Source: an optimization exercise on an open RTL-to-GDS flow (aim: a short achievable clock period and few clock cycles). Production flows keep margins and buffers that such runs may drop. Where RTL was checked, it was by simulation tests only, not by an equivalence proof against the original. The RTL of run 2 was laid out without a check of its function. Power figures rest on the tool's default switching activity, not on a simulated workload.

### flow/run.sh
#!/bin/bash
# synth_recipe.tcl (not shown) runs the flow's synth.tcl, then flattens the netlist and writes it again
# the make line also repeats each setting of config.mk as NAME=value (left out here)
make -C /OpenROAD-flow-scripts/flow DESIGN_CONFIG=/design/flow/config.mk WORK_HOME=/design/flow/orfs CLKGATE_MAP_FILE= SYNTH_SCRIPT=/design/flow/synth_recipe.tcl finish
### flow/config.mk
export PLATFORM = sky130hd
export DESIGN_NAME = processor
export DESIGN_NICKNAME = processor
export VERILOG_FILES = /design/flow/design.v
export SDC_FILE = /design/flow/constraint.sdc
export NUM_CORES = 4
export LEC_CHECK = 0
export ABC_CLOCK_PERIOD_IN_PS = 1000
export CAP_MARGIN = 20
export CORE_MARGIN = 2
export CORE_UTILIZATION = 40
export SETUP_SLACK_MARGIN = 3.6
export SLEW_MARGIN = 20
### flow/constraint.sdc
create_clock -name core_clock -period 6.5 [get_ports {clock}]
set_input_delay 1.3000 -clock core_clock [delete_from_list [all_inputs] [get_ports {clock}]]
set_output_delay 1.3000 -clock core_clock [all_outputs]
set_load 0.01 [all_outputs]
### flow/design.v
package cpu_pkg;
	localparam int XLEN  = 32;
	localparam int REG_W = 5;
	localparam int PC_W  = 16;
	localparam logic [REG_W-1:0] RA_REG = 5'd31;   
	localparam logic [4:0] OP_RTYPE = 5'd0;
	localparam logic [4:0] OP_J     = 5'd1;
	localparam logic [4:0] OP_BNE   = 5'd2;
	localparam logic [4:0] OP_JAL   = 5'd3;
	localparam logic [4:0] OP_JR    = 5'd4;
	localparam logic [4:0] OP_ADDI  = 5'd5;
	localparam logic [4:0] OP_BLT   = 5'd6;
	localparam logic [4:0] OP_SW    = 5'd7;
	localparam logic [4:0] OP_LW    = 5'd8;
	localparam logic [4:0] ALU_ADD = 5'd0;
	localparam logic [4:0] ALU_SUB = 5'd1;
	localparam logic [4:0] ALU_AND = 5'd2;
	localparam logic [4:0] ALU_OR  = 5'd3;
	localparam logic [4:0] ALU_SLL = 5'd4;
	localparam logic [4:0] ALU_SRA = 5'd5;
	localparam int SEL_ADD  = 0;   
	localparam int SEL_SUB  = 1;   
	localparam int SEL_AND  = 2;
	localparam int SEL_OR   = 3;
	localparam int SEL_SLL  = 4;
	localparam int SEL_SRA  = 5;
	localparam int SEL_LINK = 6;   
	localparam int SEL_LOAD = 7;   
	localparam int N_SEL    = 8;
endpackage
module alu (
	input  logic [cpu_pkg::XLEN-1:0]  a,
	input  logic [cpu_pkg::XLEN-1:0]  b,
	input  logic [cpu_pkg::N_SEL-1:0] sel,
	input  logic [cpu_pkg::REG_W-1:0] shamt,
	input  logic [cpu_pkg::XLEN-1:0]  link,
	input  logic [cpu_pkg::XLEN-1:0]  load,
	output logic [cpu_pkg::XLEN-1:0]  sum,
	output logic [cpu_pkg::XLEN-1:0]  dif,
	output logic [cpu_pkg::XLEN-1:0]  rest,
	output logic [cpu_pkg::XLEN-1:0]  result
);
	logic [cpu_pkg::XLEN-1:0] nsum;
	logic [cpu_pkg::XLEN-1:0] sll_r;
	logic [cpu_pkg::XLEN-1:0] sra_r;
	prefix_add #(.W(cpu_pkg::XLEN)) u_add (
		.a    (a),
		.b    (b),
		.sum  (sum),
		.cout ()
	);
	prefix_add #(.W(cpu_pkg::XLEN)) u_sub (
		.a    (~a),
		.b    (b),
		.sum  (nsum),
		.cout ()
	);
	assign dif = ~nsum;
	assign sll_r = a << shamt;
	assign sra_r = $signed(a) >>> shamt;
	assign rest   = ({cpu_pkg::XLEN{sel[cpu_pkg::SEL_AND]}}  & (a & b))
	              | ({cpu_pkg::XLEN{sel[cpu_pkg::SEL_OR]}}   & (a | b))
	              | ({cpu_pkg::XLEN{sel[cpu_pkg::SEL_SLL]}}  & sll_r)
	              | ({cpu_pkg::XLEN{sel[cpu_pkg::SEL_SRA]}}  & sra_r)
	              | ({cpu_pkg::XLEN{sel[cpu_pkg::SEL_LINK]}} & link)
	              | ({cpu_pkg::XLEN{sel[cpu_pkg::SEL_LOAD]}} & load);
	assign result = ({cpu_pkg::XLEN{sel[cpu_pkg::SEL_ADD]}} & sum)
	              | ({cpu_pkg::XLEN{sel[cpu_pkg::SEL_SUB]}} & dif)
	              | rest;
endmodule
module prefix_carry #(
	parameter int W     = 32,
	parameter int FIRST = 0   
) (
	input  logic [W-1:0] g0,
	input  logic [W-1:0] p0,
	output logic [W-1:0] co
);
	localparam int L = (W > 32) ? 6 : (W > 16) ? 5 : (W > 8) ? 4 : (W > 4) ? 3 : (W > 2) ? 2 : 1;
	for (genvar l = 0; l <= L; l++) begin : g_lvl
		logic [W-1:0] g;
		logic [W-1:0] t;
		if (l <= FIRST) begin : g_in
			assign g = g0;
			assign t = p0;
		end else begin : g_merge
			localparam int D = 1 << (l - 1);
			assign g[D-1:0] = g_lvl[l-1].g[D-1:0];
			assign t[D-1:0] = g_lvl[l-1].t[D-1:0];
			assign g[W-1:D] = g_lvl[l-1].g[W-1:D] | (g_lvl[l-1].t[W-1:D] & g_lvl[l-1].g[W-1-D:0]);
			assign t[W-1:D] = g_lvl[l-1].t[W-1:D] & g_lvl[l-1].t[W-1-D:0];
		end
	end
	assign co = g_lvl[L].g;
endmodule
module prefix_add #(
	parameter int   W   = 32,
	parameter logic CIN = 1'b0
) (
	input  logic [W-1:0] a,
	input  logic [W-1:0] b,
	output logic [W-1:0] sum,
	output logic         cout
);
	logic [W-1:0] x;
	logic [W-1:0] g;
	logic [W-1:0] t;
	logic [W-1:0] g1;
	logic [W-1:0] t1;
	logic [W-1:0] co;
	assign x = a ^ b;
	assign g = a & b;
	assign t = a | b;
	assign g1[0] = CIN ? t[0] : g[0];
	assign g1[1] = CIN ? (g[1] | (t[1] & a[0]) | (t[1] & b[0])) : (g[1] | ((t[1] & a[0]) & b[0]));
	assign g1[W-1:2] = g[W-1:2] | (t[W-1:2] & g[W-2:1]);
	assign t1[0] = t[0];
	assign t1[W-1:1] = t[W-1:1] & t[W-2:0];
	prefix_carry #(.W(W), .FIRST(1)) u_carry (
		.g0 (g1),
		.p0 (t1),
		.co (co)
	);
	assign sum  = x ^ {co[W-2:0], CIN};
	assign cout = co[W-1];
endmodule
module prefix_less #(
	parameter int W = 32
) (
	input  logic [W-1:0] a,
	input  logic [W-1:0] b,
	output logic         less
);
	logic [W-1:0] nb;
	logic [W-1:0] co;
	assign nb = ~b;
	prefix_carry #(.W(W)) u_carry (
		.g0 ({a[W-1:1] & nb[W-1:1], a[0] | nb[0]}),
		.p0 (a | nb),
		.co (co)
	);
	assign less = !co[W-1];
endmodule
module addr_add (
	input  logic [cpu_pkg::XLEN-1:0] base,
	input  logic [16:0]              imm,
	output logic [15:0]              lo,
	output logic [15:0]              hi,
	output logic [15:0]              hi_inc,
	output logic [15:0]              hi_dec,
	output logic                     pick_inc,
	output logic                     pick_dec
);
	logic [15:0] inc_c;
	logic [15:0] dec_c;
	logic        c16;
	prefix_add #(.W(16)) u_lo (
		.a    (base[15:0]),
		.b    (imm[15:0]),
		.sum  (lo),
		.cout (c16)
	);
	assign hi  = base[31:16];
	prefix_carry #(.W(16)) u_inc (
		.g0 ({15'd0, hi[0]}),
		.p0 (hi),
		.co (inc_c)
	);
	prefix_carry #(.W(16)) u_dec (
		.g0 ({15'd0, !hi[0]}),
		.p0 (~hi),
		.co (dec_c)
	);
	assign hi_inc = hi ^ {inc_c[14:0], 1'b1};
	assign hi_dec = hi ^ {dec_c[14:0], 1'b1};
	assign pick_inc = c16 && !imm[16];
	assign pick_dec = !c16 && imm[16];
endmodule
module pc_counter #(
	parameter int PC_W  = 16,
	parameter int BHT_W = 5,
	parameter int LP_N  = 4,   
	parameter int LP_W  = 4,   
	parameter int LP_IW = 2    
) (
	input  logic             clock,
	input  logic             rst_n,
	input  logic             stall,
	input  logic             redirect,
	input  logic [PC_W-1:0]  redirect_pc,
	input  logic [cpu_pkg::XLEN-1:0] q_imem,
	input  logic             e_upd_en,    
	input  logic             e_upd_taken,
	input  logic             e_upd_back,
	input  logic [PC_W-1:0]  e_upd_pc,
	input  logic             e_upd_cnt_ok,   
	input  logic [LP_W-1:0]  e_upd_cnt,
	input  logic [cpu_pkg::REG_W-1:0] d_const_reg,   
	input  logic [PC_W-1:0]  d_const,
	output logic [PC_W-1:0]  pc,
	output logic [PC_W-1:0]  pc1,
	output logic             pred_taken,
	output logic [PC_W-1:0]  alt_pc,      
	output logic [cpu_pkg::XLEN-1:0] address_imem
);
	localparam int N_BHT = 1 << BHT_W;
	logic [4:0]      opc;
	logic            is_jmp;
	logic            is_br;
	logic            is_jr;
	logic            back;
	logic [PC_W-1:0] br_tgt;
	logic [PC_W-1:0] jr_guess;
	logic [PC_W-1:0] pred_pc;
	logic [PC_W-1:0] ras;
	logic [1:0]      bht_ctr [N_BHT];
	logic            bht_vld [N_BHT];
	logic            bht_taken;
	logic             upd_en;
	logic [BHT_W-1:0] upd_idx;
	logic             upd_taken;
	logic             upd_back;
	logic [PC_W-1:0]  upd_pc;
	logic             upd_cnt_ok;
	logic [LP_W-1:0]  upd_cnt;
	logic [PC_W-1:0] lp_tag  [LP_N];
	logic            lp_vld  [LP_N];
	logic            lp_trv  [LP_N];   
	logic [LP_W-1:0] lp_trip [LP_N];
	logic [LP_W-1:0] lp_cur  [LP_N];
	logic [LP_N-1:0] lp_hit;
	logic [LP_N-1:0] lp_uhit;
	logic [LP_IW-1:0] lp_next;
	logic            lp_use;
	logic            lp_taken;
	assign opc    = q_imem[31:27];
	assign is_jmp = (opc == cpu_pkg::OP_J) || (opc == cpu_pkg::OP_JAL);
	assign is_br  = (opc == cpu_pkg::OP_BNE) || (opc == cpu_pkg::OP_BLT);
	assign is_jr  = (opc == cpu_pkg::OP_JR);
	assign back   = q_imem[15];
	assign pc1          = pc + 1'b1;
	assign jr_guess     = (q_imem[26:22] == cpu_pkg::RA_REG) ? ras :
		((q_imem[26:22] == d_const_reg) ? d_const : pc1);
	prefix_add #(.W(PC_W), .CIN(1'b1)) u_tgt (
		.a    (pc),
		.b    (q_imem[15:0]),
		.sum  (br_tgt),
		.cout ()
	);
	assign address_imem = cpu_pkg::XLEN'(pc);
	assign bht_taken  = bht_vld[pc[BHT_W-1:0]] ? bht_ctr[pc[BHT_W-1:0]][1] : back;
	always_comb begin
		lp_use   = 1'b0;
		lp_taken = 1'b0;
		for (int i = 0; i < LP_N; i++) begin
			lp_hit[i]  = lp_vld[i] && lp_tag[i] == pc;
			lp_uhit[i] = lp_vld[i] && lp_tag[i] == upd_pc;
			if (lp_hit[i] && lp_trv[i]) begin
				lp_use   = 1'b1;
				lp_taken = lp_cur[i] != lp_trip[i];
			end
		end
	end
	assign pred_taken = is_br && (back && lp_use ? lp_taken : bht_taken);
	always_comb begin
		pred_pc = pc1;
		alt_pc  = br_tgt;
		if (is_jmp) begin
			pred_pc = q_imem[15:0];
		end else if (pred_taken) begin
			pred_pc = br_tgt;
			alt_pc  = pc1;
		end else if (is_jr) begin
			pred_pc = jr_guess;
			alt_pc  = jr_guess;
		end
	end
	always_ff @(posedge clock) begin
		if (!rst_n) begin
			pc <= '0;
		end else if (redirect) begin
			pc <= redirect_pc;
		end else if (!stall) begin
			pc <= pred_pc;
		end
	end
	assign upd_idx = upd_pc[BHT_W-1:0];
	always_ff @(posedge clock) begin
		if (!rst_n) begin
			upd_en <= 1'b0;
		end else begin
			upd_en <= e_upd_en;
		end
	end
	always_ff @(posedge clock) begin
		upd_taken <= e_upd_taken;
		upd_back  <= e_upd_back;
		upd_pc    <= e_upd_pc;
		upd_cnt_ok <= e_upd_cnt_ok;
		upd_cnt    <= e_upd_cnt;
	end
	always_ff @(posedge clock) begin
		if (!rst_n) begin
			ras <= '0;
		end else if (opc == cpu_pkg::OP_JAL) begin
			ras <= pc1;
		end
	end
	for (genvar i = 0; i < N_BHT; i++) begin : g_bht
		always_ff @(posedge clock) begin
			if (!rst_n) begin
				bht_vld[i] <= 1'b0;
				bht_ctr[i] <= 2'd0;
			end else if (upd_en && upd_idx == BHT_W'(i)) begin
				bht_vld[i] <= 1'b1;
				if (!bht_vld[i]) begin
					bht_ctr[i] <= upd_taken ? (upd_back ? 2'd3 : 2'd2) : (upd_back ? 2'd1 : 2'd0);
				end else if (upd_taken) begin
					bht_ctr[i] <= (bht_ctr[i] == 2'd3) ? 2'd3 : bht_ctr[i] + 2'd1;
				end else begin
					bht_ctr[i] <= (bht_ctr[i] == 2'd0) ? 2'd0 : bht_ctr[i] - 2'd1;
				end
			end
		end
	end
	always_ff @(posedge clock) begin
		if (!rst_n) begin
			lp_next <= '0;
			for (int i = 0; i < LP_N; i++) begin
				lp_vld[i]  <= 1'b0;
				lp_trv[i]  <= 1'b0;
				lp_tag[i]  <= '0;
				lp_trip[i] <= '0;
				lp_cur[i]  <= '0;
			end
		end else if (upd_en && upd_back) begin
			if (lp_uhit == '0) begin
				lp_next          <= lp_next + 1'b1;
				lp_vld[lp_next]  <= 1'b1;
				lp_trv[lp_next]  <= !upd_taken || upd_cnt_ok;
				lp_tag[lp_next]  <= upd_pc;
				lp_trip[lp_next] <= (upd_taken && upd_cnt_ok) ? upd_cnt : '0;
				lp_cur[lp_next]  <= upd_taken ? LP_W'(1) : '0;
			end else begin
				for (int i = 0; i < LP_N; i++) begin
					if (lp_uhit[i]) begin
						if (upd_taken) begin
							if (lp_cur[i] != '1) begin
								lp_cur[i] <= lp_cur[i] + 1'b1;
							end
							if (upd_cnt_ok && {1'b0, lp_cur[i]} + {1'b0, upd_cnt} <= {1'b0, {LP_W{1'b1}}}) begin
								lp_trv[i]  <= 1'b1;
								lp_trip[i] <= lp_cur[i] + upd_cnt;
							end
						end else begin
							lp_trv[i]  <= 1'b1;
							lp_trip[i] <= lp_cur[i];
							lp_cur[i]  <= '0;
						end
					end
				end
			end
		end
	end
endmodule
module hazard_ctrl (
	input  logic                      clock,
	input  logic                      rst_n,
	input  logic [cpu_pkg::XLEN-1:0]  q_imem,     
	input  logic                      d_valid,
	input  logic                      d_is_mem,
	input  logic                      d_writes,   
	input  logic [cpu_pkg::REG_W-1:0] d_dest,
	input  logic [cpu_pkg::REG_W-1:0] d_src_a,
	input  logic [cpu_pkg::REG_W-1:0] d_src_b,
	input  logic                      d_sel_add,   
	input  logic                      d_sel_sub,   
	input  logic                      d_use_imm,   
	input  logic                      e_wen,
	input  logic [cpu_pkg::REG_W-1:0] e_dest,
	output logic                      fwd_e_a,
	output logic                      fwd_e_b,
	output logic                      fwd_w_a,
	output logic                      fwd_w_b,
	output logic [4:0]                a_pick,   
	output logic [5:0]                b_pick,   
	output logic                      stall
);
	logic [cpu_pkg::REG_W-1:0] n_src_a;
	logic [cpu_pkg::REG_W-1:0] n_src_b;
	logic                      n_use_imm;
	logic                      n_fe_a;
	logic                      n_fe_b;
	logic                      n_fw_a;
	logic                      n_fw_b;
	assign stall = d_valid && d_is_mem && fwd_e_a;
	assign n_src_a = stall ? d_src_a : q_imem[21:17];
	assign n_src_b = stall ? d_src_b :
		((q_imem[31:27] == cpu_pkg::OP_RTYPE) ? q_imem[16:12] : q_imem[26:22]);
	assign n_use_imm = stall ? d_use_imm : (q_imem[31:27] == cpu_pkg::OP_ADDI);
	always_ff @(posedge clock) begin
		if (!rst_n) begin
			fwd_e_a <= 1'b0;
			fwd_e_b <= 1'b0;
			fwd_w_a <= 1'b0;
			fwd_w_b <= 1'b0;
			a_pick  <= '0;
			b_pick  <= '0;
		end else begin
			fwd_e_a <= n_fe_a;
			fwd_e_b <= n_fe_b;
			fwd_w_a <= n_fw_a;
			fwd_w_b <= n_fw_b;
			a_pick  <= {!n_fe_a && !n_fw_a, !n_fe_a && n_fw_a, n_fe_a, n_fe_a && d_sel_sub,
				n_fe_a && d_sel_add};
			b_pick  <= {n_use_imm, !n_use_imm && !n_fe_b && !n_fw_b, !n_use_imm && !n_fe_b && n_fw_b,
				!n_use_imm && n_fe_b, !n_use_imm && n_fe_b && d_sel_sub,
				!n_use_imm && n_fe_b && d_sel_add};
		end
	end
	assign n_fe_a = !stall && d_writes && d_dest == n_src_a;
	assign n_fe_b = !stall && d_writes && d_dest == n_src_b;
	assign n_fw_a = e_wen && e_dest == n_src_a;
	assign n_fw_b = e_wen && e_dest == n_src_b;
endmodule
module decode_stage #(
	parameter int PC_W  = 16
) (
	input  logic             clock,
	input  logic             rst_n,
	input  logic             stall,
	input  logic             redirect,
	input  logic [cpu_pkg::XLEN-1:0]  q_imem,
	input  logic [PC_W-1:0]  f_pc,
	input  logic [PC_W-1:0]  f_pc1,
	input  logic             f_pred_taken,
	input  logic [PC_W-1:0]  f_alt_pc,
	input  logic [cpu_pkg::XLEN-1:0]  data_read_reg_a,
	input  logic [cpu_pkg::XLEN-1:0]  data_read_reg_b,
	output logic [cpu_pkg::REG_W-1:0] ctrl_read_reg_a,
	output logic [cpu_pkg::REG_W-1:0] ctrl_read_reg_b,
	input  logic             fwd_e_a,
	input  logic             fwd_e_b,
	input  logic             fwd_w_a,
	input  logic             fwd_w_b,
	input  logic [4:0]       a_pick,
	input  logic [5:0]       b_pick,
	input  logic [cpu_pkg::XLEN-1:0]  e_sum,
	input  logic [cpu_pkg::XLEN-1:0]  e_dif,
	input  logic [cpu_pkg::XLEN-1:0]  e_rest,
	input  logic [cpu_pkg::XLEN-1:0]  w_data,
	output logic             d_valid,
	output logic             d_is_mem,
	output logic             d_writes,
	output logic [cpu_pkg::REG_W-1:0] d_dest,
	output logic             d_sel_add,
	output logic             d_sel_sub,
	output logic             d_use_imm,
	output logic [cpu_pkg::REG_W-1:0] d_const_reg,
	output logic [PC_W-1:0]  d_const,
	output logic             e_valid,
	output logic             e_wen,
	output logic [cpu_pkg::REG_W-1:0] e_dest,
	output logic [cpu_pkg::XLEN-1:0]  e_a,
	output logic [cpu_pkg::XLEN-1:0]  e_b,
	output logic [15:0]      e_addr_lo,
	output logic [15:0]      e_addr_hi,
	output logic [15:0]      e_addr_hi_inc,
	output logic [15:0]      e_addr_hi_dec,
	output logic             e_addr_pick_inc,
	output logic             e_addr_pick_dec,
	output logic [cpu_pkg::N_SEL-1:0] e_sel,   
	output logic [cpu_pkg::REG_W-1:0] e_shamt,
	output logic [PC_W-1:0]  e_pc1,
	output logic             e_is_sw,
	output logic             e_is_bne,
	output logic             e_is_blt,
	output logic             e_is_jr,
	output logic             e_cnt_a,   
	output logic             e_cnt_b,   
	output logic             e_back,
	output logic             e_pred_taken,
	output logic [PC_W-1:0]  e_alt_pc,
	output logic [PC_W-1:0]  e_pc
);
	logic [cpu_pkg::XLEN-1:0]  d_instr;
	logic [PC_W-1:0]  d_pc1;
	logic             d_pred_taken;
	logic [PC_W-1:0]  d_alt_pc;
	logic [PC_W-1:0]  d_pc;
	logic [cpu_pkg::REG_W-1:0] d_rb;
	logic [4:0]       opc;
	logic [cpu_pkg::REG_W-1:0] rd;
	logic [cpu_pkg::REG_W-1:0] rs;
	logic [4:0]       aluop;
	logic [cpu_pkg::XLEN-1:0]  imm;
	logic             is_r;
	logic             use_imm;
	logic             is_sub;
	logic             writes;
	logic [cpu_pkg::REG_W-1:0] dest;
	logic [cpu_pkg::N_SEL-1:0] sel;
	logic [cpu_pkg::XLEN-1:0]  a_val;
	logic [cpu_pkg::XLEN-1:0]  b_val;
	logic [cpu_pkg::XLEN-1:0]  base;
	logic [15:0]      addr_lo;
	logic [15:0]      addr_hi;
	logic [15:0]      addr_hi_inc;
	logic [15:0]      addr_hi_dec;
	logic             addr_pick_inc;
	logic             addr_pick_dec;
	always_ff @(posedge clock) begin
		if (!rst_n || redirect) begin
			d_valid <= 1'b0;
		end else if (!stall) begin
			d_valid <= 1'b1;
		end
	end
	always_ff @(posedge clock) begin
		if (!stall) begin
			d_instr      <= q_imem;
			d_pc1        <= f_pc1;
			d_pred_taken <= f_pred_taken;
			d_alt_pc     <= f_alt_pc;
			d_pc         <= f_pc;
			d_rb         <= (q_imem[31:27] == cpu_pkg::OP_RTYPE) ? q_imem[16:12] : q_imem[26:22];
		end
	end
	assign opc   = d_instr[31:27];
	assign rd    = d_instr[26:22];
	assign rs    = d_instr[21:17];
	assign aluop = d_instr[6:2];
	assign imm   = {{15{d_instr[16]}}, d_instr[16:0]};
	assign ctrl_read_reg_a = rs;
	assign ctrl_read_reg_b = d_rb;
	assign d_writes        = d_valid && writes;
	assign d_dest          = dest;
	assign d_sel_add       = sel[cpu_pkg::SEL_ADD];
	assign d_sel_sub       = sel[cpu_pkg::SEL_SUB];
	assign d_use_imm       = use_imm;
	assign d_const_reg     = (d_valid && opc == cpu_pkg::OP_ADDI && rs == '0) ? rd : '0;
	assign d_const         = d_instr[PC_W-1:0];
	assign is_r     = (opc == cpu_pkg::OP_RTYPE);
	assign use_imm  = (opc == cpu_pkg::OP_ADDI);
	assign is_sub   = is_r && aluop == cpu_pkg::ALU_SUB;
	assign d_is_mem = (opc == cpu_pkg::OP_LW) || (opc == cpu_pkg::OP_SW);
	assign dest     = (opc == cpu_pkg::OP_JAL) ? cpu_pkg::RA_REG : rd;
	assign writes   = (is_r || opc == cpu_pkg::OP_ADDI || opc == cpu_pkg::OP_LW ||
		opc == cpu_pkg::OP_JAL) && dest != '0;
	always_comb begin
		sel = '0;
		sel[cpu_pkg::SEL_ADD]  = (is_r && aluop == cpu_pkg::ALU_ADD) || opc == cpu_pkg::OP_ADDI;
		sel[cpu_pkg::SEL_SUB]  = is_sub;
		sel[cpu_pkg::SEL_AND]  = is_r && aluop == cpu_pkg::ALU_AND;
		sel[cpu_pkg::SEL_OR]   = is_r && aluop == cpu_pkg::ALU_OR;
		sel[cpu_pkg::SEL_SLL]  = is_r && aluop == cpu_pkg::ALU_SLL;
		sel[cpu_pkg::SEL_SRA]  = is_r && aluop == cpu_pkg::ALU_SRA;
		sel[cpu_pkg::SEL_LINK] = opc == cpu_pkg::OP_JAL;
		sel[cpu_pkg::SEL_LOAD] = opc == cpu_pkg::OP_LW;
	end
	assign a_val = ({cpu_pkg::XLEN{a_pick[0]}} & e_sum)
	             | ({cpu_pkg::XLEN{a_pick[1]}} & e_dif)
	             | ({cpu_pkg::XLEN{a_pick[2]}} & e_rest)
	             | ({cpu_pkg::XLEN{a_pick[3]}} & w_data)
	             | ({cpu_pkg::XLEN{a_pick[4]}} & data_read_reg_a);
	assign b_val = ({cpu_pkg::XLEN{b_pick[0]}} & e_sum)
	             | ({cpu_pkg::XLEN{b_pick[1]}} & e_dif)
	             | ({cpu_pkg::XLEN{b_pick[2]}} & e_rest)
	             | ({cpu_pkg::XLEN{b_pick[3]}} & w_data)
	             | ({cpu_pkg::XLEN{b_pick[4]}} & data_read_reg_b)
	             | ({cpu_pkg::XLEN{b_pick[5]}} & imm);
	assign base  = fwd_w_a ? w_data : data_read_reg_a;
	addr_add u_agu (
		.base     (base),
		.imm      (d_instr[16:0]),
		.lo       (addr_lo),
		.hi       (addr_hi),
		.hi_inc   (addr_hi_inc),
		.hi_dec   (addr_hi_dec),
		.pick_inc (addr_pick_inc),
		.pick_dec (addr_pick_dec)
	);
	always_ff @(posedge clock) begin
		if (!rst_n || redirect || stall || !d_valid) begin
			e_valid  <= 1'b0;
		end else begin
			e_valid  <= 1'b1;
		end
	end
	always_ff @(posedge clock) begin
		if (!rst_n || stall || !d_valid) begin
			e_wen    <= 1'b0;
			e_sel    <= '0;
			e_is_sw  <= 1'b0;
			e_is_bne <= 1'b0;
			e_is_blt <= 1'b0;
			e_is_jr  <= 1'b0;
		end else begin
			e_wen    <= writes;
			e_sel    <= sel;
			e_is_sw  <= opc == cpu_pkg::OP_SW;
			e_is_bne <= opc == cpu_pkg::OP_BNE;
			e_is_blt <= opc == cpu_pkg::OP_BLT;
			e_is_jr  <= opc == cpu_pkg::OP_JR;
		end
	end
	always_ff @(posedge clock) begin
		e_dest       <= dest;
		e_a          <= a_val;
		e_b          <= b_val;
		e_addr_lo       <= addr_lo;
		e_addr_hi       <= addr_hi;
		e_addr_hi_inc   <= addr_hi_inc;
		e_addr_hi_dec   <= addr_hi_dec;
		e_addr_pick_inc <= addr_pick_inc;
		e_addr_pick_dec <= addr_pick_dec;
		e_shamt      <= d_instr[11:7];
		e_pc1        <= d_pc1;
		e_back       <= d_instr[15];
		e_pred_taken <= d_pred_taken;
		e_alt_pc     <= d_alt_pc;
		e_pc         <= d_pc;
		e_cnt_a      <= opc == cpu_pkg::OP_BLT && rd == '0;
		e_cnt_b      <= opc == cpu_pkg::OP_BNE && rs == '0;
	end
endmodule
module execute_stage #(
	parameter int PC_W = 16
) (
	input  logic [cpu_pkg::XLEN-1:0]  e_a,
	input  logic [cpu_pkg::XLEN-1:0]  e_b,
	input  logic [15:0]      e_addr_lo,
	input  logic [15:0]      e_addr_hi,
	input  logic [15:0]      e_addr_hi_inc,
	input  logic [15:0]      e_addr_hi_dec,
	input  logic             e_addr_pick_inc,
	input  logic             e_addr_pick_dec,
	input  logic             e_valid,
	input  logic [cpu_pkg::N_SEL-1:0] e_sel,
	input  logic [cpu_pkg::REG_W-1:0] e_shamt,
	input  logic [PC_W-1:0]  e_pc1,
	input  logic             e_is_sw,
	input  logic             e_is_bne,
	input  logic             e_is_blt,
	input  logic             e_is_jr,
	input  logic             e_cnt_a,
	input  logic             e_cnt_b,
	input  logic             e_pred_taken,
	input  logic [PC_W-1:0]  e_alt_pc,
	input  logic [cpu_pkg::XLEN-1:0]  q_dmem,
	output logic [cpu_pkg::XLEN-1:0]  e_result,
	output logic [cpu_pkg::XLEN-1:0]  e_sum,
	output logic [cpu_pkg::XLEN-1:0]  e_dif,
	output logic [cpu_pkg::XLEN-1:0]  e_rest,
	output logic             br_resolved,
	output logic             br_taken,
	output logic             cnt_ok,
	output logic [3:0]       cnt,
	output logic             redirect,
	output logic [PC_W-1:0]  redirect_pc,
	output logic [cpu_pkg::XLEN-1:0]  address_dmem,
	output logic [cpu_pkg::XLEN-1:0]  data,
	output logic             wren
);
	logic not_equal;
	logic less_than;
	alu u_alu (
		.a      (e_a),
		.b      (e_b),
		.sel    (e_sel),
		.shamt  (e_shamt),
		.link   (cpu_pkg::XLEN'(e_pc1)),
		.load   (q_dmem),
		.sum    (e_sum),
		.dif    (e_dif),
		.rest   (e_rest),
		.result (e_result)
	);
	assign not_equal = (e_b != e_a);
	prefix_less #(.W(cpu_pkg::XLEN)) u_lt (
		.a    ({~e_b[cpu_pkg::XLEN-1], e_b[cpu_pkg::XLEN-2:0]}),
		.b    ({~e_a[cpu_pkg::XLEN-1], e_a[cpu_pkg::XLEN-2:0]}),
		.less (less_than)
	);
	assign cnt_ok = (e_cnt_a && e_a[cpu_pkg::XLEN-1:4] == '0) || (e_cnt_b && e_b[cpu_pkg::XLEN-1:4] == '0);
	assign cnt    = e_cnt_b ? e_b[3:0] : e_a[3:0];
	assign br_resolved = e_valid && (e_is_bne || e_is_blt);
	assign br_taken    = e_is_bne ? not_equal : less_than;
	assign redirect    = e_valid && ((e_is_bne && (not_equal ^ e_pred_taken)) ||
		(e_is_blt && (less_than ^ e_pred_taken)) ||
		(e_is_jr && e_b[PC_W-1:0] != e_alt_pc));
	assign redirect_pc = e_is_jr ? e_b[PC_W-1:0] : e_alt_pc;
	assign address_dmem = {e_addr_pick_inc ? e_addr_hi_inc : (e_addr_pick_dec ? e_addr_hi_dec : e_addr_hi),
		e_addr_lo};
	assign data         = e_b;
	assign wren         = e_valid && e_is_sw;
endmodule
module mem_wb_stage (
	input  logic             clock,
	input  logic             rst_n,
	input  logic             e_wen,
	input  logic [cpu_pkg::REG_W-1:0] e_dest,
	input  logic [cpu_pkg::XLEN-1:0]  e_result,
	output logic             reg_write_en,
	output logic [cpu_pkg::REG_W-1:0] reg_write_addr,
	output logic [cpu_pkg::XLEN-1:0]  reg_write_data
);
	always_ff @(posedge clock) begin
		if (!rst_n) begin
			reg_write_en <= 1'b0;
		end else begin
			reg_write_en <= e_wen;
		end
	end
	always_ff @(posedge clock) begin
		reg_write_addr <= e_dest;
		reg_write_data <= e_result;
	end
endmodule
module processor #(
	parameter int PC_W  = 16,
	parameter int BHT_W = 5
) (
	input  logic             clock,
	input  logic             rst_n,
	output logic [cpu_pkg::XLEN-1:0]  address_imem,
	input  logic [cpu_pkg::XLEN-1:0]  q_imem,
	output logic [cpu_pkg::XLEN-1:0]  address_dmem,
	output logic [cpu_pkg::XLEN-1:0]  data,
	output logic             wren,
	input  logic [cpu_pkg::XLEN-1:0]  q_dmem,
	output logic [cpu_pkg::REG_W-1:0] ctrl_read_reg_a,
	output logic [cpu_pkg::REG_W-1:0] ctrl_read_reg_b,
	input  logic [cpu_pkg::XLEN-1:0]  data_read_reg_a,
	input  logic [cpu_pkg::XLEN-1:0]  data_read_reg_b,
	output logic             reg_write_en,
	output logic [cpu_pkg::REG_W-1:0] reg_write_addr,
	output logic [cpu_pkg::XLEN-1:0]  reg_write_data
);
	logic             stall;
	logic             redirect;
	logic [PC_W-1:0]  redirect_pc;
	logic [PC_W-1:0]  f_pc;
	logic [PC_W-1:0]  f_pc1;
	logic             f_pred_taken;
	logic [PC_W-1:0]  f_alt_pc;
	logic             fwd_e_a;
	logic             fwd_e_b;
	logic             fwd_w_a;
	logic             fwd_w_b;
	logic             d_valid;
	logic             d_is_mem;
	logic             d_writes;
	logic [cpu_pkg::REG_W-1:0] d_dest;
	logic             d_sel_add;
	logic             d_sel_sub;
	logic             d_use_imm;
	logic [4:0]       a_pick;
	logic [5:0]       b_pick;
	logic [cpu_pkg::REG_W-1:0] d_const_reg;
	logic [PC_W-1:0]  d_const;
	logic             e_valid;
	logic             e_wen;
	logic [cpu_pkg::REG_W-1:0] e_dest;
	logic [cpu_pkg::XLEN-1:0]  e_a;
	logic [cpu_pkg::XLEN-1:0]  e_b;
	logic [15:0]      e_addr_lo;
	logic [15:0]      e_addr_hi;
	logic [15:0]      e_addr_hi_inc;
	logic [15:0]      e_addr_hi_dec;
	logic             e_addr_pick_inc;
	logic             e_addr_pick_dec;
	logic             e_wen_v;
	logic [cpu_pkg::N_SEL-1:0] e_sel;
	logic [cpu_pkg::REG_W-1:0] e_shamt;
	logic [PC_W-1:0]  e_pc1;
	logic             e_is_sw;
	logic             e_is_bne;
	logic             e_is_blt;
	logic             e_is_jr;
	logic             e_cnt_a;
	logic             e_cnt_b;
	logic             cnt_ok;
	logic [3:0]       cnt;
	logic             e_back;
	logic             e_pred_taken;
	logic [PC_W-1:0]  e_alt_pc;
	logic [PC_W-1:0]  e_pc;
	logic [cpu_pkg::XLEN-1:0]  e_result;
	logic [cpu_pkg::XLEN-1:0]  e_sum;
	logic [cpu_pkg::XLEN-1:0]  e_dif;
	logic [cpu_pkg::XLEN-1:0]  e_rest;
	logic             br_resolved;
	logic             br_taken;
	assign e_wen_v = e_valid && e_wen;
	pc_counter #(.PC_W(PC_W), .BHT_W(BHT_W)) u_fetch (
		.clock        (clock),
		.rst_n        (rst_n),
		.stall        (stall),
		.redirect     (redirect),
		.redirect_pc  (redirect_pc),
		.q_imem       (q_imem),
		.e_upd_en     (br_resolved),
		.e_upd_pc     (e_pc),
		.e_upd_cnt_ok (cnt_ok),
		.e_upd_cnt    (cnt),
		.d_const_reg  (d_const_reg),
		.d_const      (d_const),
		.e_upd_taken  (br_taken),
		.e_upd_back   (e_back),
		.pc           (f_pc),
		.pc1          (f_pc1),
		.pred_taken   (f_pred_taken),
		.alt_pc       (f_alt_pc),
		.address_imem (address_imem)
	);
	hazard_ctrl u_hazard (
		.clock    (clock),
		.d_sel_add (d_sel_add),
		.d_sel_sub (d_sel_sub),
		.d_use_imm (d_use_imm),
		.a_pick   (a_pick),
		.b_pick   (b_pick),
		.rst_n    (rst_n),
		.q_imem   (q_imem),
		.d_valid  (d_valid),
		.d_writes (d_writes),
		.d_dest   (d_dest),
		.d_is_mem (d_is_mem),
		.d_src_a  (ctrl_read_reg_a),
		.d_src_b  (ctrl_read_reg_b),
		.e_wen    (e_wen_v),
		.e_dest   (e_dest),
		.fwd_e_a  (fwd_e_a),
		.fwd_e_b  (fwd_e_b),
		.fwd_w_a  (fwd_w_a),
		.fwd_w_b  (fwd_w_b),
		.stall    (stall)
	);
	decode_stage #(.PC_W(PC_W)) u_decode (
		.clock           (clock),
		.rst_n           (rst_n),
		.stall           (stall),
		.redirect        (redirect),
		.q_imem          (q_imem),
		.f_pc            (f_pc),
		.f_pc1           (f_pc1),
		.f_pred_taken    (f_pred_taken),
		.f_alt_pc        (f_alt_pc),
		.data_read_reg_a (data_read_reg_a),
		.data_read_reg_b (data_read_reg_b),
		.ctrl_read_reg_a (ctrl_read_reg_a),
		.ctrl_read_reg_b (ctrl_read_reg_b),
		.fwd_e_a         (fwd_e_a),
		.fwd_e_b         (fwd_e_b),
		.fwd_w_a         (fwd_w_a),
		.fwd_w_b         (fwd_w_b),
		.e_sum           (e_sum),
		.e_dif           (e_dif),
		.e_rest          (e_rest),
		.w_data          (reg_write_data),
		.d_valid         (d_valid),
		.d_is_mem        (d_is_mem),
		.d_writes        (d_writes),
		.d_dest          (d_dest),
		.d_sel_add       (d_sel_add),
		.d_sel_sub       (d_sel_sub),
		.d_use_imm       (d_use_imm),
		.a_pick          (a_pick),
		.b_pick          (b_pick),
		.d_const_reg     (d_const_reg),
		.d_const         (d_const),
		.e_valid         (e_valid),
		.e_wen           (e_wen),
		.e_dest          (e_dest),
		.e_a             (e_a),
		.e_b             (e_b),
		.e_addr_lo        (e_addr_lo),
		.e_addr_hi        (e_addr_hi),
		.e_addr_hi_inc    (e_addr_hi_inc),
		.e_addr_hi_dec    (e_addr_hi_dec),
		.e_addr_pick_inc  (e_addr_pick_inc),
		.e_addr_pick_dec  (e_addr_pick_dec),
		.e_sel           (e_sel),
		.e_shamt         (e_shamt),
		.e_pc1           (e_pc1),
		.e_is_sw         (e_is_sw),
		.e_is_bne        (e_is_bne),
		.e_is_blt        (e_is_blt),
		.e_is_jr         (e_is_jr),
		.e_cnt_a         (e_cnt_a),
		.e_cnt_b         (e_cnt_b),
		.e_back          (e_back),
		.e_pred_taken    (e_pred_taken),
		.e_alt_pc        (e_alt_pc),
		.e_pc            (e_pc)
	);
	execute_stage #(.PC_W(PC_W)) u_execute (
		.e_a          (e_a),
		.e_b          (e_b),
		.e_addr_lo     (e_addr_lo),
		.e_addr_hi     (e_addr_hi),
		.e_addr_hi_inc (e_addr_hi_inc),
		.e_addr_hi_dec (e_addr_hi_dec),
		.e_addr_pick_inc(e_addr_pick_inc),
		.e_addr_pick_dec(e_addr_pick_dec),
		.e_valid      (e_valid),
		.e_sel        (e_sel),
		.e_shamt      (e_shamt),
		.e_pc1        (e_pc1),
		.e_is_sw      (e_is_sw),
		.e_is_bne     (e_is_bne),
		.e_is_blt     (e_is_blt),
		.e_is_jr      (e_is_jr),
		.e_cnt_a      (e_cnt_a),
		.e_cnt_b      (e_cnt_b),
		.cnt_ok       (cnt_ok),
		.cnt          (cnt),
		.e_pred_taken (e_pred_taken),
		.e_alt_pc     (e_alt_pc),
		.q_dmem       (q_dmem),
		.e_result     (e_result),
		.e_sum        (e_sum),
		.e_dif        (e_dif),
		.e_rest       (e_rest),
		.br_resolved  (br_resolved),
		.br_taken     (br_taken),
		.redirect     (redirect),
		.redirect_pc  (redirect_pc),
		.address_dmem (address_dmem),
		.data         (data),
		.wren         (wren)
	);
	mem_wb_stage u_mem_wb (
		.clock          (clock),
		.rst_n          (rst_n),
		.e_wen          (e_wen_v),
		.e_dest         (e_dest),
		.e_result       (e_result),
		.reg_write_en   (reg_write_en),
		.reg_write_addr (reg_write_addr),
		.reg_write_data (reg_write_data)
	);
endmodule
==> results.txt, run 1 <==
* Average cell area after synthesis: 8.78 um^2
- The floorplan step defined a die boundary enclosing ~0.099 mm^2.
- Mapped Area: between 0.03 and 0.04 mm^2
* Die Width: 314 um
* CTS root buf: sky130_fd_sc_hd__clkbuf_16
* Die height: between 300 and 400 um
- Synthesized instance count: about 4400
- Counting every sink on the clock net gives 600.
* Sequential cell area fraction in the yosys report: 0.356
- Register bit total from synthesis: 600
- Chain of cells forming the critical path: ha_1 -> inv_1 -> a21oi_2 -> o31ai_1 -> a221oi_2 -> buf_4 -> o211ai_1 -> o211ai_1 -> o21ai_4 -> buf_12 -> and3_2 -> a32o_1
- The count of endpoints failing hold in the final timing report was 0.
- The min-delay analysis places its worst path in the category flop to flop.
- Number of flops mapped to enable cells by yosys: roughly 170
* Clock tree from TritonCTS: built
* Path type of the worst setup path: flop to flop
* Startpoint of the worst hold path: u_decode.d_pc[11]
* Most common library cell in the layout ignoring fill and taps: sky130_fd_sc_hd__nor2_1
- Routed via count divided by cell count: a little over 6
* Pins over their slew limit: 0
* Category of the worst setup path launch point: flop
- Clock transition at the registers of the reported paths: 0.06 ns
- Relative contribution of sequential cells to total power: 0.395
- Global routing finished with a remaining overflow of 0.
- The cell that appears most often on the critical path is sky130_fd_sc_hd__o211ai_1.
- Number of antenna violations at the first check in global routing: 8
- Data on the critical path is required at its endpoint by 7.02 ns.
* Clock tree buffer depth: 3
* Count of port buffers added during placement: 258
- Setup repair after global routing could not meet its margin everywhere.
* Portion of the clock cycle consumed by the worst path in the final layout: 0.529
- The startpoint identified for the worst register-to-register timing path is u_decode.e_a[19].
* Critical-path top delay cell: sky130_fd_sc_hd__dfxtp_2
- Together, buffers and inverters on the worst path number 3.
* Slew at the pin with the worst max-slew slack: 1.06 ns
- Once detail routing completed, the nets flagged for antenna violations numbered 0.
* Fraction of final layout cells sized beyond drive strength 1: 0.226
* Highest attainable clock frequency: 291 MHz
- The flow ran to the end and the layout has no timing, DRC or antenna violations.
- Wirelength, routed: 169000 um
* Post-route setup TNS: 0 ns
* Pint: 7.50 mW
* Final-stage net count: 5158
* Normalized max-slew margin: 0.290
- Clock skew on the completed layout was measured at between 0.03 and 0.04 ns.
- Fill cell total of the finished layout: 8674
- Among cell families on the critical path, the largest total delay comes from compound AO/OA/AOI/OAI gates.
- In this run the count of I/O pins placed on the die edge is 275.
- The worst setup path is captured at a flop.
* Share of total power consumed by net switching: 0.312
* Relative contribution of the clock network to total power: 0.372
- Total routing usage reported by global routing: 0.326
* Number of H-tree branching levels: 3
* Number of max-cap violations: 0
- TritonCTS Buffers: 71
- Yosys warnings: 6
- Entering global routing, the biggest net connects 74 pins.
- After detailed routing, the average wire length per cell comes to 27.5 um.
- Commonest cells after routing, fill and taps aside: 371 x sky130_fd_sc_hd__nor2_1, 332 x sky130_fd_sc_hd__nand2_1, 318 x sky130_fd_sc_hd__dfxtp_1
- Launch point of the worst path: u_decode.e_a[19]
- The congestion estimate from routability-driven global placement came to 1.06.
* Number of setup violations in the final report: 0
- Row cnt: 113
- DRC errors left: 0
- Largest stage delay on the critical path: 0.54 ns
- IR analysis of the VDD net gives a maximum drop of 0.000218 V.
* Area of the placeable core: 0.0952 mm^2
- In this run the static leakage power is 19.8 nW.
* Share of power burned in combinational logic: 0.233
- From synthesis to final layout, the design area changed by 30.1%.
* Final HPWL DP: around 120000 um
- For this run, the detailed router's first-pass iteration total came to 8.
- Arrival time of the worst setup path: 3.96 ns
- Of all nets on the critical path, the largest fanout is 12.
- The first global-routing pass estimated ~240000 um of wire.
- After synthesis, the share of flip-flops with an asynchronous set or reset is 0.
* Power per standard cell area: 218 mW/mm^2
* First-iteration detailed-routing DRC count: 4602
- In this run the power spent charging and discharging nets is 3.41 mW.
- Overall via count from detail_route: 38100
- Worst-Skew Late Latency: ~0.64 ns
- The via count of the first global-routing pass is approximately 36000.
- Total power of the final layout: around 11 mW
- For this run, the leading register cell type out of synthesis is sky130_fd_sc_hd__dfxtp_1.
* Number of different library cells in the post-synthesis netlist: 98
* Initial cell density of the core: 0.404
- After layout, the minimum clock period comes to 3.44 ns.
[through the flow]
| stage | instances | utilization | setup slack (ns) | hold WS (ns) | cell area (um^2) |
|---|---|---|---|---|---|
| 4_1_cts | 6037 | 0.508 | 3.18 | 0.321 | 48300 |
| 3_3_place_gp | 5686 | 0.443 | 1.97 | 0.310 | 42200 |
| 6_report | 6129 | 0.526 | 3.06 | 0.319 | 50000 |
| 3_5_place_dp | 5686 | 0.443 | 1.98 | 0.312 | 42200 |
| 5_1_grt | 6125 | 0.526 | 3.09 | 0.327 | 50000 |
| 2_1_floorplan | 4395 | - | 3.03 | 0.310 | 39000 |
[worst reg2reg max path, stage by stage, from the launching register on]
cell	delay (ns)
sky130_fd_sc_hd__dfxtp_2	0.54
sky130_fd_sc_hd__ha_1	0.45
sky130_fd_sc_hd__inv_1	0.14
sky130_fd_sc_hd__a21oi_2	0.36
sky130_fd_sc_hd__o31ai_1	0.18
sky130_fd_sc_hd__a221oi_2	0.42
sky130_fd_sc_hd__buf_4	0.18
sky130_fd_sc_hd__o211ai_1	0.09
sky130_fd_sc_hd__o211ai_1	0.22
sky130_fd_sc_hd__o21ai_4	0.09
sky130_fd_sc_hd__buf_12	0.15
sky130_fd_sc_hd__and3_2	0.26
sky130_fd_sc_hd__a32o_1	0.26
[logic make-up (layout without fill, tap and decap cells)]
logic type / Yosys count / count (layout) / synth area share
multiplexers: 199 / 199 / 0.0719
adder cells (fa/ha/maj): 224 / 224 / 0.0737
other: 1 / 20 / 0.0000975
AO/OA/AOI/OAI: 1154 / 1160 / 0.203
buffers and inverters: 578 / 1031 / 0.0613
AND/OR/NAND/NOR: 1304 / 1310 / 0.161
flip-flops: 600 / 600 / 0.356
XOR/XNOR: 320 / 320 / 0.0729
[layer usage]
layer,up-vias,share of wire,track usage
met5,-,0.000077,0
met3,636,0.089,0.0630
li1,16800,-,-
met4,2,0.083,0.223
met2,2317,0.45,0.525
met1,18400,0.38,0.396
[synth_stat cells, drive strengths merged (16+ instances only)]
| cell type | count | area, um^2 |
|---|---|---|
| dfxtp | 433 | 8670 |
| a21oi | 243 | 1220 |
| nor3 | 72 | 360 |
| nor2b | 43 | 269 |
| or3 | 44 | 275 |
| o21bai | 22 | 165 |
| a31oi | 27 | 169 |
| a222oi | 62 | 621 |
| a221o | 66 | 661 |
| o21ai | 308 | 1540 |
| o22ai | 24 | 150 |
| xor2 | 143 | 1250 |
| clkbuf | 180 | 676 |
| inv | 297 | 1110 |
| xnor2 | 177 | 1550 |
| mux2i | 114 | 1140 |
| mux2 | 26 | 293 |
| nand2 | 343 | 1290 |
| nand3 | 125 | 626 |
| buf | 96 | 546 |
| ha | 220 | 2750 |
| nand4 | 39 | 244 |
| a22oi | 57 | 433 |
| a221oi | 30 | 263 |
| o211ai | 67 | 503 |
| a21o | 26 | 195 |
| edfxtp | 167 | 5010 |
| mux4 | 59 | 1330 |
| nor2 | 390 | 1470 |
| nor4 | 61 | 397 |
| a211oi | 53 | 403 |
| o2111ai | 16 | 140 |
| and2 | 61 | 382 |
| o31ai | 34 | 260 |
| a211o | 19 | 166 |
| nand2b | 35 | 219 |
| and3 | 36 | 225 |
[final timing paths]
| check | endpoint | slack [ns] | cells after the start |
|---|---|---|---|
| max | u_fetch.pc[9] | 3.06 | 12 |
| min | u_decode.e_pc[11] | 0.32 | 0 |
| max reg2reg | u_fetch.pc[9] | 3.06 | 12 |
| min reg2reg | u_decode.e_pc[11] | 0.32 | 0 |
[layout make-up]
cell class	instances	area (um^2)	share of cell area
antenna	4	10.0	0.000200
timing repair buffer	600	5590	0.112
sequential	600	14000	0.280
clock inverter	28	285	0.00570
tap	1265	1580	0.0316
clock buffer	101	2060	0.0412
multi-input combinational	3229	25200	0.505
inverter	302	1240	0.0247
[timing repair]
item	CTS	global route
endpoints found under the setup margin	480	312
hold buffers	0	0
gates cloned	14	6
pin swaps	134	159
resized for setup	760	242
buffers inserted	208	82
[registers in the layout (all words and copies together) (netlist names), 32 cells and up]
register,count
u_mem_wb.reg_write_data,32
u_decode.d_instr,32
u_fetch.bht_ctr,64
u_fetch.lp_tag,64
u_decode.e_a,32
u_decode.e_b,32
u_fetch.bht_vld,32
[power groups by stage]
stage	clock [mW]	combinational, mW	sequential (mW)
4_1_cts	4.11	2.31	4.29
6_report	4.06	2.54	4.30
5_1_grt	4.25	2.67	4.32
3_3_place_gp	0	1.96	4.44
3_5_place_dp	0	1.95	4.44
2_1_floorplan	0	1.30	4.27
Testbench counts, summed over its fixed seeds: cycles 161,674.
==> run 2, diff against run 1 <==
--- a/flow/design.v
+++ b/flow/design.v
@@ -126,2 +126,16 @@
 endmodule
+module prefix_inc #(
+	parameter int W = 16
+) (
+	input  logic [W-1:0] a,
+	output logic [W-1:0] inc
+);
+	logic [W-1:0] co;
+	prefix_carry #(.W(W)) u_carry (
+		.g0 ({{(W-1){1'b0}}, a[0]}),
+		.p0 (a),
+		.co (co)
+	);
+	assign inc = a ^ {co[W-2:0], 1'b1};
+endmodule
 module prefix_less #(
@@ -202,3 +216,4 @@
 	output logic             pred_taken,
-	output logic [PC_W-1:0]  alt_pc,      
+	output logic [PC_W-1:0]  br_tgt,      
+	output logic [PC_W-1:0]  jr_guess,    
 	output logic [cpu_pkg::XLEN-1:0] address_imem
@@ -211,4 +226,2 @@
 	logic            back;
-	logic [PC_W-1:0] br_tgt;
-	logic [PC_W-1:0] jr_guess;
 	logic [PC_W-1:0] pred_pc;
@@ -240,3 +253,6 @@
 	assign back   = q_imem[15];
-	assign pc1          = pc + 1'b1;
+	prefix_inc #(.W(PC_W)) u_inc (
+		.a   (pc),
+		.inc (pc1)
+	);
 	assign jr_guess     = (q_imem[26:22] == cpu_pkg::RA_REG) ? ras :
@@ -264,15 +280,6 @@
 	assign pred_taken = is_br && (back && lp_use ? lp_taken : bht_taken);
-	always_comb begin
-		pred_pc = pc1;
-		alt_pc  = br_tgt;
-		if (is_jmp) begin
-			pred_pc = q_imem[15:0];
-		end else if (pred_taken) begin
-			pred_pc = br_tgt;
-			alt_pc  = pc1;
-		end else if (is_jr) begin
-			pred_pc = jr_guess;
-			alt_pc  = jr_guess;
-		end
-	end
+	assign pred_pc = ({PC_W{is_jmp}} & q_imem[15:0])
+	               | ({PC_W{pred_taken}} & br_tgt)
+	               | ({PC_W{is_jr}} & jr_guess)
+	               | ({PC_W{!is_jmp && !pred_taken && !is_jr}} & pc1);
 	always_ff @(posedge clock) begin
@@ -436,3 +443,4 @@
 	input  logic             f_pred_taken,
-	input  logic [PC_W-1:0]  f_alt_pc,
+	input  logic [PC_W-1:0]  f_br_tgt,
+	input  logic [PC_W-1:0]  f_jr_guess,
 	input  logic [cpu_pkg::XLEN-1:0]  data_read_reg_a,
@@ -488,2 +496,4 @@
 	logic             d_pred_taken;
+	logic [PC_W-1:0]  d_br_tgt;
+	logic [PC_W-1:0]  d_jr_guess;
 	logic [PC_W-1:0]  d_alt_pc;
@@ -523,3 +533,4 @@
 			d_pred_taken <= f_pred_taken;
-			d_alt_pc     <= f_alt_pc;
+			d_br_tgt     <= f_br_tgt;
+			d_jr_guess   <= f_jr_guess;
 			d_pc         <= f_pc;
@@ -533,2 +544,3 @@
 	assign imm   = {{15{d_instr[16]}}, d_instr[16:0]};
+	assign d_alt_pc = (opc == cpu_pkg::OP_JR) ? d_jr_guess : (d_pred_taken ? d_pc1 : d_br_tgt);
 	assign ctrl_read_reg_a = rs;
@@ -745,3 +757,4 @@
 	logic             f_pred_taken;
-	logic [PC_W-1:0]  f_alt_pc;
+	logic [PC_W-1:0]  f_br_tgt;
+	logic [PC_W-1:0]  f_jr_guess;
 	logic             fwd_e_a;
@@ -813,3 +826,4 @@
 		.pred_taken   (f_pred_taken),
-		.alt_pc       (f_alt_pc),
+		.br_tgt       (f_br_tgt),
+		.jr_guess     (f_jr_guess),
 		.address_imem (address_imem)
@@ -848,3 +862,4 @@
 		.f_pred_taken    (f_pred_taken),
-		.f_alt_pc        (f_alt_pc),
+		.f_br_tgt        (f_br_tgt),
+		.f_jr_guess      (f_jr_guess),
 		.data_read_reg_a (data_read_reg_a),
==> flow/flow/run.sh (new file) <==
#!/bin/bash
# Layout flow: the standard flow, with the port buffers that global placement
# inserts made plain buffers (buf_4) instead of the delay cells picked by default.
# Every tool's output goes to a log file in this folder.
set -o pipefail
cp standard.sh standard_sh.txt
export BUFFER_PORTS_ARGS="-buffer_cell sky130_fd_sc_hd__buf_4"
echo "BUFFER_PORTS_ARGS=$BUFFER_PORTS_ARGS" > run_env.log
bash standard.sh > standard.log 2>&1
status=$?
echo "standard.sh exit $status" >> run_env.log
exit $status
==> flow/standard.sh (new file) <==
#!/bin/bash
# synth_recipe.tcl (not shown) runs the flow's synth.tcl, then flattens the netlist and writes it again
# the make line also repeats each setting of config.mk as NAME=value (left out here)
make -C /OpenROAD-flow-scripts/flow DESIGN_CONFIG=/design/flow/config.mk WORK_HOME=/design/flow/orfs CLKGATE_MAP_FILE= SYNTH_SCRIPT=/design/flow/synth_recipe.tcl "${@:-finish}"
removed: flow/run.sh
==> run 2 against run 1 <==
Against the previous run:
- global-route usage is essentially flat
- die area grew 1.5%
- sequential power grew 2%
- clock skew grew 0.012 ns
- first-iteration DRC count grew 10%
- critical path depth grew 2
- critical path type unchanged
==> results.txt, run 2 <==
- The first TritonRoute pass finished after 12 iterations.
- Die Width: 316 um
* Average cell area after synthesis: slightly below 9 um^2
- The final layout contains 5146 nets.
- Normalized max-slew margin: 0.209
- Overall via count from detail_route: 38100
- Power spread over the standard cell area amounts to 221 mW/mm^2.
- The worst setup path is captured at a flop.
- Largest stage delay on the critical path: roughly 0.64 ns
- Slew at the pin with the worst max-slew slack: 1.18 ns
- Global placement routability congestion: ~1.1
- Share of the synthesized area in the top cell type: 0.222
- CTS root buf: sky130_fd_sc_hd__clkbuf_16
* Vias in the first global route: 35300
* Peak supply drop: about 0.00020 V
- The worst path in the final design needs a cycle of 3.48 ns, including I/O delays and setup.
- For the final routed database, the setup TNS stands at 0 ns.
- The count of endpoints failing hold in the final timing report was 0.
* Async set-reset flop share out of synthesis: 0
- For this configuration, the core starts out at a cell density of 0.403.
* Number of flops mapped to enable cells by yosys: 183
- The critical path contains buffers and inverters numbering 3 combined.
- STA puts the critical path data required time at 7.05 ns.
- Entering global routing, the biggest net connects 79 pins.
- Routed wire length per instance: roughly 28 um
- The worst setup path is launched from a flop.
- Of the available clock period, the critical path in the final layout requires 0.536.
- Cell accounting for the most synthesized area: sky130_fd_sc_hd__dfxtp_1
- DRC errors left: 0
- Cell Count Post-Placement: between 5000 and 6000
* Final HPWL DP: about 120000 um
- The largest registers in the layout are u_fetch.bht_ctr x64, u_fetch.lp_tag x64.
- The layout has just under 9000 filler cells.
* Hold/Removal Path Class: flop to flop
- Setup repair after global routing missed its margin: true
- The detailed router finished its first iteration with 5074 violations.
* Critical-path top delay cell: sky130_fd_sc_hd__a211oi_4
- Placed cell area: roughly 0.042 mm^2
* Total routing usage reported by global routing: 0.326
* Worst-Skew Late Latency: just under 0.7 ns
- No sink is reached through more buffers than the 3 on the longest clock path.
- Mapped Area: 0.0390 mm^2
- Yosys warnings: 6
- Commonest cells after routing, fill and taps aside: 473 x sky130_fd_sc_hd__buf_4, 360 x sky130_fd_sc_hd__nor2_1, 343 x sky130_fd_sc_hd__dfxtp_1
* Crit path max-delay family: compound AO/OA/AOI/OAI gates
- The final count of pins violating max slew came to 0.
* Leading cell types by total area after synthesis: sky130_fd_sc_hd__dfxtp_1 22%, sky130_fd_sc_hd__edfxtp_1 14%, sky130_fd_sc_hd__ha_1 7.1%
- Synthesis-to-finish area growth: 28.5%
- Clock tree from TritonCTS: built
- Area of the placeable core: 0.0967 mm^2
- Wirelength, routed: roughly 170000 um
* Most used standard cell by instance count after synthesis: sky130_fd_sc_hd__dfxtp_1
- STA puts the critical path data arrival time at 4.04 ns.
* Total congestion overflow after global routing: 0
- Path type of the worst setup path: flop to flop
* Area of all placed cells without fillers: about 0.05 mm^2
- Among all flip-flop cells after synthesis, the most frequent one is sky130_fd_sc_hd__dfxtp_1.
* Hold bufs inserted after CTS: 0
- Highest net fanout along the worst path: 6
- Result of the run: complete, no violations
- 275 I/O pins were placed.
* Fraction of final layout cells sized beyond drive strength 1: 0.272
- The floorplan step defined a die boundary enclosing 0.100 mm^2.
- After technology mapping, the gate count stands at 4381.
- Number of max-cap violations: 0
- Number of setup violations in the final report: 0
- The tree built by TritonCTS fans out to 616 sinks.
- Chain of cells forming the critical path: buf_6 -> ha_4 -> nor2_2 -> or3_4 -> nor3b_4 -> a211oi_4 -> o211ai_1 -> nor3_2 -> buf_4 -> mux2i_4 -> o21ai_4 -> buf_12 -> mux2_4 -> a311oi_2
- After floorplanning, the core was divided into 114 placement rows.
- Using the TritonRoute via totals, the vias-per-cell ratio works out to 6.22.
- Clock transition at the registers of the reported paths: roughly 0.060 ns
* Number of different library cells in the post-synthesis netlist: 95
- Most common library cell in the layout ignoring fill and taps: sky130_fd_sc_hd__buf_4
- The first global-routing pass estimated roughly 240000 um of wire.
- Register bit total from synthesis: 616
* Final std cells w/o fill: 6132
* Post-route clock skew: 0.0509 ns
- The commonest cells after synthesis are 433 x sky130_fd_sc_hd__dfxtp_1, 377 x sky130_fd_sc_hd__nor2_1, 313 x sky130_fd_sc_hd__nand2_1, 312 x sky130_fd_sc_hd__inv_1, 302 x sky130_fd_sc_hd__o21ai_0.
- Sequential cell area fraction in the yosys report: 0.363
- In this run the static leakage power is 19.8 nW.
* Number of H-tree branching levels: 3
* Die height: 316 um
- Post-route ant nets: 0
- Highest attainable clock frequency: ~290 MHz
* TritonCTS Buffers: a little over 70
- The initial antenna violation count was 13.
- Port buffering added 258 buffers.
run 2: final timing paths:
path	start	to	slack [ns]	cells after the start
worst max-delay path	u_decode.e_a[6]	u_fetch.pc[15]	3.02	14
worst min-delay path	u_decode.e_pc[10]	u_fetch.upd_pc[10]	0.32	0
worst max register to register	u_decode.e_a[6]	u_fetch.pc[15]	3.02	14
worst min register to register	u_decode.e_pc[10]	u_fetch.upd_pc[10]	0.32	0
run 2: layout make-up:
type	instances	area, um^2	area share
diodes	7	17.5	0.000349
clock buffers	98	2030	0.0405
repair inverters	3	33.8	0.000674
repair buffers	580	5180	0.103
flip-flops and latches	616	14400	0.288
multi-input cells	3205	25200	0.503
clock inverters	33	359	0.00716
inverters	314	1280	0.0255
well taps	1276	1600	0.0318
run 2: what timing repair did:
action	in CTS	in global routing
pin swaps	124	155
gates resized for setup	513	280
buffers inserted	169	81
cloned	10	11
setup endpoints to repair	484	269
hold endpoints to repair	0	0
run 2: kinds of logic (layout without fill, tap and decap cells):
family / count (synthesis) / in the layout / synth area share
buf+inv: 580 / 1028 / 0.0615
mux: 235 / 235 / 0.0805
compound gates: 1120 / 1120 / 0.192
fa+ha+maj: 224 / 224 / 0.0726
xor+xnor: 323 / 323 / 0.0725
flops: 616 / 616 / 0.363
other cells: 1 / 23 / 0.0000961
simple gates: 1282 / 1287 / 0.158
run 2: metrics by stage:
stage                      util  setup WS, ns  power, mW  hold WS [ns]
after floorplan               -          2.89       5.60         0.310
after global placement    0.437          1.80       6.36         0.310
after detailed placement  0.437          1.74       6.37         0.312
after CTS                 0.498          3.24       10.9         0.320
after global routing      0.518          2.95       11.4         0.329
final                     0.519          3.02       11.1         0.316
run 2: where the power goes:
part           internal, mW  total (mW)  leakage [nW]  switching (mW)
Clock                  2.44        4.21          1.18            1.76
Sequential             4.16        4.40          5.59           0.237
Combinational          1.02        2.46          13.0            1.45
run 2: per-layer routing:
metal / vias to the layer above / wire length (um) / part of all wire / track usage
met1: 18300 / 62500 / 0.36 / 0.390
met2: 2409 / 77200 / 0.45 / 0.516
li1: 16700 / - / - / -
met5: - / 95 / 0.00055 / 0
met3: 729 / 17600 / 0.10 / 0.0840
met4: 14 / 14300 / 0.083 / 0.221

-- re-timing with driven ports --
Ports are ideal in the flow. The routed layouts listed here were re-timed in OpenROAD.
Step 1 sets driving cells, clkbuf_16 on the clock port and buf_2 on the other inputs (assumed; they add their load-dependent delay and slew).
Step 2 moves the port delays by t, midway between the first and last clock arrival at a register: inputs arrive t later, outputs are due t later. That takes back most of the time a late clock gives input paths.
Three values: no drivers, after step 1, after step 2; two values: the first two.
| run | shift t [ns] | slack for setup (ns) | worst setup path at the end | worst slew at a driven data input, ns |
|---|---|---|---|---|
| run 1 | 0.690 | 3.063 / 3.063 / 2.630 | input to register | 0.12 |
| run 2 | 0.720 | 3.017 / 3.017 / 2.564 | input to register | 0.13 |
After both steps setup and hold are still met in every run listed. The setup slack of run 2, which loses most, moves by 0.000 ns with the drivers and by -0.453 ns with both steps.
